This design comes from an exercise in tuning for small area, a short achievable clock period and few clock cycles on the open sky130 flow, not from production work.
RTL that was checked went through simulation tests only; none was proved equivalent to the original.

==> inputs of wip/garnet <==
==> flow/design.v <==
`default_nettype none
package path_geom_pkg;
	typedef logic [8-1:0] coord_t;
	typedef struct packed
	{
		coord_t x;
		coord_t y;
	} node_t;  
	typedef logic [16-1:0] cost_t;  
	typedef struct packed
	{
		node_t start_node;
		node_t goal_node;
	} search_cfg_t;
endpackage
`default_nettype wire
`default_nettype none
package sort_ctrl_pkg;
	typedef logic [$clog2(16)-1:0] list_idx_t;  
	typedef logic [$clog2(16+1)-1:0] list_count_t;  
	typedef enum logic [2:0]
	{
		st_idle,
		st_fetch,
		st_compare,
		st_swap,
		st_advance,
		st_finished
	} sort_state_t;
endpackage
`default_nettype wire
`default_nettype none
`timescale 1ns/1ps
module node_store
(
	input wire logic Clk,
	input wire logic Reset,
	input wire logic clear,
	input wire logic load_valid,
	input wire path_geom_pkg::node_t load_node,
	input wire logic [16-5:0] new_cost,
	input wire sort_ctrl_pkg::list_idx_t rd_index,
	output path_geom_pkg::node_t rd_node
);
	localparam int depth = 16;
	localparam int idx_w = $clog2(16);
	localparam int cnt_w = $clog2(16+1);
	localparam int cost_w = 16-4;
	function automatic logic cost_gt(input logic [cost_w-1:0] a, input logic [cost_w-1:0] b);
		logic g;
		g = 1'b0;
		for (int k = 0; k < cost_w; k++)
			g = (a[k] & ~b[k]) | ((a[k] | ~b[k]) & g);
		cost_gt = g;
	endfunction
	logic [2*8-1:0] nodes [0:depth-1];
	logic [cost_w-1:0] costs [0:depth-2];
	logic [cnt_w-1:0] fill_count;  
	logic [cnt_w-1:0] ranked_count;  
	logic pending;  
	path_geom_pkg::node_t pending_node;
	logic do_append;
	logic [depth:0] after;  
	assign do_append = load_valid && !clear && (fill_count != cnt_w'(depth));
	always_ff @(posedge Clk or posedge Reset)
	begin
		if (Reset)
		begin
			fill_count <= '0;
			ranked_count <= '0;
			pending <= 1'b0;
		end
		else if (clear)
		begin
			fill_count <= '0;  
			ranked_count <= '0;
			pending <= 1'b0;
		end
		else
		begin
			if (do_append)
				fill_count <= fill_count + cnt_w'(1);
			if (pending)
				ranked_count <= ranked_count + cnt_w'(1);
			pending <= do_append;
		end
	end
	always_ff @(posedge Clk)
	begin
		pending_node <= load_node;
	end
	always_comb
	begin
		after[0] = 1'b1;
		for (int i = 0; i < depth-1; i++)
			after[i+1] = (ranked_count <= cnt_w'(i)) || cost_gt(costs[i], new_cost);  
		after[depth] = 1'b1;
	end
	always_ff @(posedge Clk)
	begin
		if (pending && after[1])
		begin
			nodes[0] <= pending_node;
			costs[0] <= new_cost;
		end
		for (int i = 1; i < depth-1; i++)
		begin
			if (pending && after[i+1])
			begin
				nodes[i] <= after[i] ? nodes[i-1] : pending_node;
				costs[i] <= after[i] ? costs[i-1] : new_cost;
			end
		end
		if (pending)
			nodes[depth-1] <= after[depth-1] ? nodes[depth-2] : pending_node;
	end
	assign rd_node = nodes[rd_index];
endmodule
`default_nettype wire
`default_nettype none
`timescale 1ns/1ps
module octile_cost
(
	input wire logic Clk,
	input wire path_geom_pkg::node_t node,
	input wire path_geom_pkg::search_cfg_t cfg,
	output logic [16-5:0] half_cost
);
	localparam int coord_w = 8;
	localparam int half_w = 16-4;
	logic [coord_w-1:0] dx_s;
	logic [coord_w-1:0] dy_s;
	logic [coord_w-1:0] dx_g;
	logic [coord_w-1:0] dy_g;
	logic [coord_w-1:0] hi_s_q;
	logic [coord_w-1:0] lo_s_q;
	logic [coord_w-1:0] hi_g_q;
	logic [coord_w-1:0] lo_g_q;
	function automatic logic [coord_w-1:0] abs_diff(input logic [coord_w-1:0] a, input logic [coord_w-1:0] b);
		logic [coord_w:0] d_ab;
		logic [coord_w-1:0] d_ba;
		d_ab = {1'b0, a} - {1'b0, b};
		d_ba = b - a;
		abs_diff = d_ab[coord_w] ? d_ba : d_ab[coord_w-1:0];
	endfunction
	always_comb
	begin
		dx_s = abs_diff(node.x, cfg.start_node.x);
		dy_s = abs_diff(node.y, cfg.start_node.y);
		dx_g = abs_diff(node.x, cfg.goal_node.x);
		dy_g = abs_diff(node.y, cfg.goal_node.y);
	end
	always_ff @(posedge Clk)
	begin
		hi_s_q <= (dx_s > dy_s) ? dx_s : dy_s;
		lo_s_q <= (dx_s > dy_s) ? dy_s : dx_s;
		hi_g_q <= (dx_g > dy_g) ? dx_g : dy_g;
		lo_g_q <= (dx_g > dy_g) ? dy_g : dx_g;
	end
	logic [coord_w:0] hi_sum;
	logic [coord_w:0] lo_sum;
	logic [half_w-1:0] csa_a;
	logic [half_w-1:0] csa_b;
	logic [half_w-1:0] csa_c;
	logic [half_w-1:0] csa_s;
	logic [half_w-1:0] csa_k;
	always_comb
	begin
		hi_sum = {1'b0, hi_s_q} + {1'b0, hi_g_q};
		lo_sum = {1'b0, lo_s_q} + {1'b0, lo_g_q};
		csa_a = {1'b0, hi_sum, 2'b00};
		csa_b = {3'b000, hi_sum};
		csa_c = {2'b00, lo_sum, 1'b0};
		csa_s = csa_a ^ csa_b ^ csa_c;
		csa_k = {(csa_a[half_w-2:0] & csa_b[half_w-2:0]) | (csa_a[half_w-2:0] & csa_c[half_w-2:0]) | (csa_b[half_w-2:0] & csa_c[half_w-2:0]), 1'b0};
	end
	assign half_cost = csa_s + csa_k;
endmodule
`default_nettype wire
`default_nettype none
`timescale 1ns/1ps
module bubble_sort_ctrl
(
	input wire logic Clk,
	input wire logic Reset,
	input wire logic start,
	input wire logic clear,
	output logic busy,
	output logic done
);
	always_ff @(posedge Clk or posedge Reset)
	begin
		if (Reset)
			done <= 1'b0;
		else if (clear)
			done <= 1'b0;  
		else if (start)
			done <= 1'b1;  
	end
	assign busy = 1'b0;
endmodule
`default_nettype wire
`default_nettype none
`timescale 1ns/1ps
module open_list_sorter_top
(
	input wire logic Clk,
	input wire logic Reset,
	input wire path_geom_pkg::search_cfg_t cfg,
	input wire logic clear,
	input wire logic load_valid,
	input wire path_geom_pkg::node_t load_node,
	input wire logic start,
	input wire sort_ctrl_pkg::list_idx_t rd_index,
	output path_geom_pkg::node_t rd_node,
	output logic busy,
	output logic done
);
	logic [16-5:0] new_cost;
	octile_cost cost_unit
	(
		.Clk(Clk),
		.node(load_node),
		.cfg(cfg),
		.half_cost(new_cost)
	);
	node_store store
	(
		.Clk(Clk),
		.Reset(Reset),
		.clear(clear),
		.load_valid(load_valid),
		.load_node(load_node),
		.new_cost(new_cost),
		.rd_index(rd_index),
		.rd_node(rd_node)
	);
	bubble_sort_ctrl ctrl
	(
		.Clk(Clk),
		.Reset(Reset),
		.start(start),
		.clear(clear),
		.busy(busy),
		.done(done)
	);
endmodule
`default_nettype wire
==> flow/flow/run.sh <==
#!/bin/bash
set -o pipefail
bash standard.sh SETUP_SLACK_MARGIN=5.6 'BUFFER_PORTS_ARGS=-buffer_cell sky130_fd_sc_hd__buf_2' finish > standard.log 2>&1
==> flow/standard.sh <==
#!/bin/bash
# synth_recipe.tcl (not shown) runs the flow's synth.tcl, then flattens the netlist and writes it again
# the make line also repeats each setting of config.mk as NAME=value (left out here)
make -C /OpenROAD-flow-scripts/flow DESIGN_CONFIG=/design/flow/config.mk WORK_HOME=/design/flow/orfs CLKGATE_MAP_FILE= SYNTH_SCRIPT=/design/flow/synth_recipe.tcl "${@:-finish}"
==> flow/config.mk <==
export PLATFORM = sky130hd
export DESIGN_NAME = open_list_sorter_top
export DESIGN_NICKNAME = open_list_sorter_top
export VERILOG_FILES = /design/flow/design.v
export SDC_FILE = /design/flow/constraint.sdc
export NUM_CORES = 4
export LEC_CHECK = 0
export CAP_MARGIN = 20
export CORE_MARGIN = 2
export CORE_UTILIZATION = 40
export CTS_BUF_LIST = sky130_fd_sc_hd__clkbuf_16
export CTS_CLUSTER_DIAMETER = 80
export CTS_CLUSTER_SIZE = 28
export SETUP_SLACK_MARGIN = 5
export SLEW_MARGIN = 20
==> flow/constraint.sdc <==
create_clock -name core_clock -period 12.0 [get_ports {Clk}]
set_input_delay 2.4000 -clock core_clock [delete_from_list [all_inputs] [get_ports {Clk}]]
set_output_delay 2.4000 -clock core_clock [all_outputs]
set_load 0.01 [all_outputs]
==> wip/xenon (differences from wip/garnet) <==
==> flow/design.v, changed modules only <==
module node_store
(
	input wire logic Clk,
	input wire logic Reset,
	input wire logic clear,
	input wire logic load_valid,
	input wire path_geom_pkg::node_t load_node,
	input wire logic [16-5:0] new_cost,
	input wire sort_ctrl_pkg::list_idx_t rd_index,
	output path_geom_pkg::node_t rd_node
);
	localparam int depth = 16;
	localparam int idx_w = $clog2(16);
	localparam int cnt_w = $clog2(16+1);
	localparam int cost_w = 16-4;
	logic [2*8-1:0] nodes [0:depth-1];
	logic [cost_w-1:0] costs [0:depth-1];
	logic [idx_w-1:0] ranks [0:depth-1];
	logic [cnt_w-1:0] fill_count;  
	logic [cnt_w-1:0] ranked_count;  
	logic pending;  
	logic do_append;
	logic [depth-1:0] valid;
	logic [depth-1:0] above;  
	logic [depth-1:0] not_above;  
	logic [idx_w-1:0] new_rank;
	assign do_append = load_valid && !clear && (fill_count != cnt_w'(depth));
	always_ff @(posedge Clk or posedge Reset)
	begin
		if (Reset)
		begin
			fill_count <= '0;
			ranked_count <= '0;
			pending <= 1'b0;
		end
		else if (clear)
		begin
			fill_count <= '0;  
			ranked_count <= '0;
			pending <= 1'b0;
		end
		else
		begin
			if (do_append)
				fill_count <= fill_count + cnt_w'(1);
			if (pending)
				ranked_count <= ranked_count + cnt_w'(1);
			pending <= do_append;
		end
	end
	always_comb
	begin
		for (int i = 0; i < depth; i++)
		begin
			valid[i] = (ranked_count > cnt_w'(i));
			above[i] = valid[i] && (costs[i] > new_cost);  
			not_above[i] = valid[i] && !(costs[i] > new_cost);
		end
		new_rank = '0;
		for (int i = 0; i < depth; i++)
			new_rank = new_rank + idx_w'(not_above[i]);
	end
	always_ff @(posedge Clk)
	begin
		for (int i = 0; i < depth; i++)
		begin
			if (do_append && fill_count[idx_w-1:0] == idx_w'(i))
				nodes[i] <= load_node;
			if (pending && ranked_count[idx_w-1:0] == idx_w'(i))
			begin
				costs[i] <= new_cost;
				ranks[i] <= new_rank;
			end
			else if (pending && above[i])
				ranks[i] <= ranks[i] + idx_w'(1);
		end
	end
	always_comb
	begin
		rd_node = '0;
		for (int i = 0; i < depth; i++)
			if (valid[i] && ranks[i] == rd_index)
				rd_node = rd_node | nodes[i];
	end
endmodule
module octile_cost
(
	input wire logic Clk,
	input wire path_geom_pkg::node_t node,
	input wire path_geom_pkg::search_cfg_t cfg,
	output logic [16-5:0] half_cost
);
	localparam int sum_w = 8 + 1;
	logic [8-1:0] dx_s;
	logic [8-1:0] dy_s;
	logic [8-1:0] dx_g;
	logic [8-1:0] dy_g;
	logic [sum_w-1:0] hi_sum;
	logic [sum_w-1:0] lo_sum;
	logic [sum_w-1:0] hi_q;
	logic [sum_w-1:0] lo_q;
	function automatic logic [8-1:0] abs_diff(input logic [8-1:0] a, input logic [8-1:0] b);
		abs_diff = (a > b) ? a - b : b - a;
	endfunction
	always_comb
	begin
		dx_s = abs_diff(node.x, cfg.start_node.x);
		dy_s = abs_diff(node.y, cfg.start_node.y);
		dx_g = abs_diff(node.x, cfg.goal_node.x);
		dy_g = abs_diff(node.y, cfg.goal_node.y);
		hi_sum = ((dx_s > dy_s) ? {1'b0, dx_s} : {1'b0, dy_s}) + ((dx_g > dy_g) ? {1'b0, dx_g} : {1'b0, dy_g});
		lo_sum = ((dx_s > dy_s) ? {1'b0, dy_s} : {1'b0, dx_s}) + ((dx_g > dy_g) ? {1'b0, dy_g} : {1'b0, dx_g});
	end
	always_ff @(posedge Clk)
	begin
		hi_q <= hi_sum;
		lo_q <= lo_sum;
	end
	assign half_cost = {hi_q, 2'b00} + {2'b00, hi_q} + {1'b0, lo_q, 1'b0};
endmodule
==> flow/run.sh (new file) <==
#!/bin/bash
# synth_recipe.tcl (not shown) runs the flow's synth.tcl, then flattens the netlist and writes it again
# the make line also repeats each setting of config.mk as NAME=value (left out here)
make -C /OpenROAD-flow-scripts/flow DESIGN_CONFIG=/design/flow/config.mk WORK_HOME=/design/flow/orfs CLKGATE_MAP_FILE= SYNTH_SCRIPT=/design/flow/synth_recipe.tcl finish
CTS_BUF_LIST = unset   (was sky130_fd_sc_hd__clkbuf_16)
CTS_CLUSTER_DIAMETER = unset   (was 80)
CTS_CLUSTER_SIZE = unset   (was 28)
SETUP_SLACK_MARGIN = unset   (was 5)
removed: flow/flow/run.sh
removed: flow/standard.sh
==> wip/indigo (differences from wip/garnet) <==
==> flow/design.v, changed modules only <==
module node_store
(
	input wire logic Clk,
	input wire logic Reset,
	input wire logic clear,
	input wire logic load_valid,
	input wire path_geom_pkg::node_t load_node,
	input wire logic [16-5:0] new_cost,
	input wire sort_ctrl_pkg::list_idx_t rd_index,
	output path_geom_pkg::node_t rd_node
);
	localparam int depth = 16;
	localparam int idx_w = $clog2(16);
	localparam int cnt_w = $clog2(16+1);
	localparam int cost_w = 16-4;
	function automatic logic cost_gt(input logic [cost_w-1:0] a, input logic [cost_w-1:0] b);
		logic g;
		g = 1'b0;
		for (int k = 0; k < cost_w; k++)
			g = (a[k] & ~b[k]) | ((a[k] | ~b[k]) & g);
		cost_gt = g;
	endfunction
	logic [2*8-1:0] nodes [0:depth-1];
	logic [cost_w-1:0] costs [0:depth-1];
	logic [idx_w-1:0] ranks [0:depth-1];
	logic [cnt_w-1:0] fill_count;  
	logic [cnt_w-1:0] ranked_count;  
	logic pending;  
	logic do_append;
	logic [depth-1:0] valid;
	logic [depth-1:0] above;  
	logic [depth-1:0] not_above;  
	logic [idx_w-1:0] new_rank;
	logic [2:0] group_count [0:depth/4-1];
	logic [3:0] pair_count [0:1];
	assign do_append = load_valid && !clear && (fill_count != cnt_w'(depth));
	always_ff @(posedge Clk or posedge Reset)
	begin
		if (Reset)
		begin
			fill_count <= '0;
			ranked_count <= '0;
			pending <= 1'b0;
		end
		else if (clear)
		begin
			fill_count <= '0;  
			ranked_count <= '0;
			pending <= 1'b0;
		end
		else
		begin
			if (do_append)
				fill_count <= fill_count + cnt_w'(1);
			if (pending)
				ranked_count <= ranked_count + cnt_w'(1);
			pending <= do_append;
		end
	end
	always_comb
	begin
		for (int i = 0; i < depth; i++)
		begin
			valid[i] = (ranked_count > cnt_w'(i));
			above[i] = valid[i] && cost_gt(costs[i], new_cost);  
			not_above[i] = valid[i] && !cost_gt(costs[i], new_cost);
		end
		for (int k = 0; k < depth/4; k++)
			group_count[k] = 3'(not_above[4*k]) + 3'(not_above[4*k+1]) + 3'(not_above[4*k+2]) + 3'(not_above[4*k+3]);
		pair_count[0] = 4'(group_count[0]) + 4'(group_count[1]);
		pair_count[1] = 4'(group_count[2]) + 4'(group_count[3]);
		new_rank = pair_count[0] + pair_count[1];
	end
	always_ff @(posedge Clk)
	begin
		for (int i = 0; i < depth; i++)
		begin
			if (do_append && fill_count[idx_w-1:0] == idx_w'(i))
				nodes[i] <= load_node;
			if (pending && ranked_count[idx_w-1:0] == idx_w'(i))
			begin
				costs[i] <= new_cost;
				ranks[i] <= new_rank;
			end
			else if (pending && above[i])
				ranks[i] <= ranks[i] + idx_w'(1);
		end
	end
	always_comb
	begin
		rd_node = '0;
		for (int i = 0; i < depth; i++)
			if (valid[i] && ranks[i] == rd_index)
				rd_node = rd_node | nodes[i];
	end
endmodule
==> flow/run.sh (new file) <==
#!/bin/bash
# synth_recipe.tcl (not shown) runs the flow's synth.tcl, then flattens the netlist and writes it again
# the make line also repeats each setting of config.mk as NAME=value (left out here)
make -C /OpenROAD-flow-scripts/flow DESIGN_CONFIG=/design/flow/config.mk WORK_HOME=/design/flow/orfs CLKGATE_MAP_FILE= SYNTH_SCRIPT=/design/flow/synth_recipe.tcl finish
CTS_BUF_LIST = unset   (was sky130_fd_sc_hd__clkbuf_16)
CTS_CLUSTER_DIAMETER = unset   (was 80)
CTS_CLUSTER_SIZE = unset   (was 28)
removed: flow/flow/run.sh
removed: flow/standard.sh
==> wip/lagoon (differences from wip/garnet) <==
==> flow/design.v, changed modules only <==
module octile_cost
(
	input wire logic Clk,
	input wire path_geom_pkg::node_t node,
	input wire path_geom_pkg::search_cfg_t cfg,
	output logic [16-5:0] half_cost
);
	localparam int coord_w = 8;
	localparam int sum_w = 8 + 1;
	localparam int half_w = 16-4;
	logic [coord_w-1:0] dx_s;
	logic [coord_w-1:0] dy_s;
	logic [coord_w-1:0] dx_g;
	logic [coord_w-1:0] dy_g;
	logic [coord_w-1:0] hi_s_q;
	logic [coord_w-1:0] lo_s_q;
	logic [coord_w-1:0] hi_g_q;
	logic [coord_w-1:0] lo_g_q;
	function automatic logic [coord_w-1:0] abs_diff(input logic [coord_w-1:0] a, input logic [coord_w-1:0] b);
		logic [coord_w-1:0] p;
		logic [coord_w-1:0] gg;
		logic [coord_w-1:0] pp;
		logic [coord_w-1:0] c1;
		logic [coord_w-1:0] c0;
		p = ~(a ^ b);
		gg = a & ~b;
		pp = p;
		for (int d = 1; d < coord_w; d = d * 2)
			for (int i = coord_w - 1; i >= d; i--)
			begin
				gg[i] = gg[i] | (pp[i] & gg[i-d]);
				pp[i] = pp[i] & pp[i-d];
			end
		c1 = {gg[coord_w-2:0] | pp[coord_w-2:0], 1'b1};
		c0 = {gg[coord_w-2:0], 1'b0};
		abs_diff = gg[coord_w-1] ? (p ^ c1) : ~(p ^ c0);
	endfunction
	function automatic logic coord_gt(input logic [coord_w-1:0] a, input logic [coord_w-1:0] b);
		logic [coord_w-1:0] gg;
		logic [coord_w-1:0] pp;
		gg = a & ~b;
		pp = ~(a ^ b);
		for (int d = 1; d < coord_w; d = d * 2)
			for (int i = coord_w - 1; i >= d; i--)
			begin
				gg[i] = gg[i] | (pp[i] & gg[i-d]);
				pp[i] = pp[i] & pp[i-d];
			end
		coord_gt = gg[coord_w-1];
	endfunction
	function automatic logic [sum_w-1:0] add_sum(input logic [sum_w-1:0] a, input logic [sum_w-1:0] b);
		logic [sum_w-1:0] p;
		logic [sum_w-1:0] gg;
		logic [sum_w-1:0] pp;
		p = a ^ b;
		gg = a & b;
		pp = p;
		for (int d = 1; d < sum_w; d = d * 2)
			for (int i = sum_w - 1; i >= d; i--)
			begin
				gg[i] = gg[i] | (pp[i] & gg[i-d]);
				pp[i] = pp[i] & pp[i-d];
			end
		add_sum = p ^ {gg[sum_w-2:0], 1'b0};
	endfunction
	function automatic logic [half_w-1:0] add_half(input logic [half_w-1:0] a, input logic [half_w-1:0] b);
		logic [half_w-1:0] p;
		logic [half_w-1:0] gg;
		logic [half_w-1:0] pp;
		p = a ^ b;
		gg = a & b;
		pp = p;
		for (int d = 1; d < half_w; d = d * 2)
			for (int i = half_w - 1; i >= d; i--)
			begin
				gg[i] = gg[i] | (pp[i] & gg[i-d]);
				pp[i] = pp[i] & pp[i-d];
			end
		add_half = p ^ {gg[half_w-2:0], 1'b0};
	endfunction
	logic s_x_longer;
	logic g_x_longer;
	always_comb
	begin
		dx_s = abs_diff(node.x, cfg.start_node.x);
		dy_s = abs_diff(node.y, cfg.start_node.y);
		dx_g = abs_diff(node.x, cfg.goal_node.x);
		dy_g = abs_diff(node.y, cfg.goal_node.y);
		s_x_longer = coord_gt(dx_s, dy_s);
		g_x_longer = coord_gt(dx_g, dy_g);
	end
	always_ff @(posedge Clk)
	begin
		hi_s_q <= s_x_longer ? dx_s : dy_s;
		lo_s_q <= s_x_longer ? dy_s : dx_s;
		hi_g_q <= g_x_longer ? dx_g : dy_g;
		lo_g_q <= g_x_longer ? dy_g : dx_g;
	end
	logic [sum_w-1:0] hi_sum;
	logic [sum_w-1:0] lo_sum;
	logic [half_w-1:0] csa_a;
	logic [half_w-1:0] csa_b;
	logic [half_w-1:0] csa_c;
	logic [half_w-1:0] csa_s;
	logic [half_w-1:0] csa_k;
	always_comb
	begin
		hi_sum = add_sum({1'b0, hi_s_q}, {1'b0, hi_g_q});
		lo_sum = add_sum({1'b0, lo_s_q}, {1'b0, lo_g_q});
		csa_a = {1'b0, hi_sum, 2'b00};
		csa_b = {3'b000, hi_sum};
		csa_c = {2'b00, lo_sum, 1'b0};
		csa_s = csa_a ^ csa_b ^ csa_c;
		csa_k = {(csa_a[half_w-2:0] & csa_b[half_w-2:0]) | (csa_a[half_w-2:0] & csa_c[half_w-2:0]) | (csa_b[half_w-2:0] & csa_c[half_w-2:0]), 1'b0};
		half_cost = add_half(csa_s, csa_k);
	end
endmodule
==> flow/flow/run.sh (replaced) <==
#!/bin/bash
set -o pipefail
bash standard.sh SETUP_SLACK_MARGIN=5.75 'BUFFER_PORTS_ARGS=-buffer_cell sky130_fd_sc_hd__buf_2' finish > standard.log 2>&1
==> impl_results.rst <==
.. list-table::
   :header-rows: 1

   * - Metric
     - Value
   * - Antenna diode instance count
     - 0
   * - Met1 layer wirelength in the final routing
     - 33000 um
   * - Synth Area in Compound Gates
     - 12.9%
   * - Clock latency at the later pin of the worst-skew pair
     - about 640 ps
   * - Status
     - complete, no violations
   * - CP max stage cell
     - fa_1
   * - Area fraction of the dominant cell type after synthesis
     - roughly 54%
   * - Number of multi-input combinational cells
     - roughly 1500
   * - Post-cts sizing count
     - about 170
Source of the figures above: wip/indigo

==> impl_results.rst <==
.. list-table::
   :header-rows: 1

   * - Metric
     - Value
   * - Antenna diode instance count
     - 0
   * - Area fraction of the dominant cell type after synthesis
     - between 50 and 60%
   * - Clock latency at the later pin of the worst-skew pair
     - about 630 ps
   * - Post-cts sizing count
     - 0
   * - CP max stage cell
     - fa_1
   * - Number of multi-input combinational cells
     - around 1600
   * - Met1 layer wirelength in the final routing
     - 33600 um
   * - Status
     - complete, no violations
Source of the figures above: wip/xenon

==> impl_results.rst <==
.. list-table::
   :header-rows: 1

   * - Metric
     - Value
   * - Met1 layer wirelength in the final routing
     - between 30000 and 40000 um
   * - Number of multi-input combinational cells
     - about 1400
   * - Area fraction of the dominant cell type after synthesis
     - between 40% and 50%
   * - Clock latency at the later pin of the worst-skew pair
     - ~660 ps
   * - Status
     - complete, no violations
   * - CP max stage cell
     - a22o_1
Source of the figures above: wip/lagoon

==> impl_results.rst <==
.. list-table::
   :header-rows: 1

   * - Metric
     - Value
   * - Status
     - complete, no violations
   * - Clock latency at the later pin of the worst-skew pair
     - 660 ps
   * - Antenna diode instance count
     - 1
   * - Number of multi-input combinational cells
     - approximately 1700
   * - Synth Area in Compound Gates
     - about a fifth
   * - Top delay family on crit path
     - buffers and inverters
   * - Post-cts sizing count
     - 76
   * - Met1 layer wirelength in the final routing
     - just over 40000 um
   * - CP max stage cell
     - o22a_2
Source of the figures above: wip/garnet

Testbench counts of wip/lagoon, summed over its fixed seeds: cycles 1,744.
The RTL of wip/garnet, wip/xenon and wip/indigo was laid out without a check of its function.

[re-timing with driven ports]
The results above use ideal ports. As a check the final layouts listed here were re-extracted and re-timed, cells and wires unchanged.
Step 1 (the two cells are an assumption about what drives the block):
set clk [get_ports {Clk}]
set_driving_cell -lib_cell sky130_fd_sc_hd__clkbuf_16 $clk
set_driving_cell -lib_cell sky130_fd_sc_hd__buf_2 [delete_from_list [all_inputs] $clk]
Step 2 moves the port delays by t, midway between the first and last clock arrival at a register: inputs arrive t later, outputs are due t later. That takes back most of the time a late clock gives input paths.
a / b / c = ideal ports / drivers / drivers and shift; a / b = the first two.
run | t (ns) | setup WS [ns] | hold WS [ns] | worst slew at a driven data input, ns | pins driven straight from the clock port
wip/garnet | 0.692 | 5.605 / 5.571 / 5.154 | 0.520 / 0.520 / 0.520 | 0.07 | 1
wip/xenon | 0.677 | 2.653 / 2.653 / 2.612 | 0.500 / 0.500 / 0.500 | 0.04 | 1
wip/indigo | 0.683 | 4.098 / 4.098 / 4.098 | 0.494 / 0.494 / 0.494 | 0.06 | 1
wip/lagoon | 0.696 | 5.817 / 5.768 / 5.363 | 0.498 / 0.498 / 0.498 | 0.06 | 1
After both steps setup and hold are still met in every run listed. The setup slack of wip/lagoon, which loses most, moves by -0.049 ns with the drivers and by -0.454 ns with both steps.
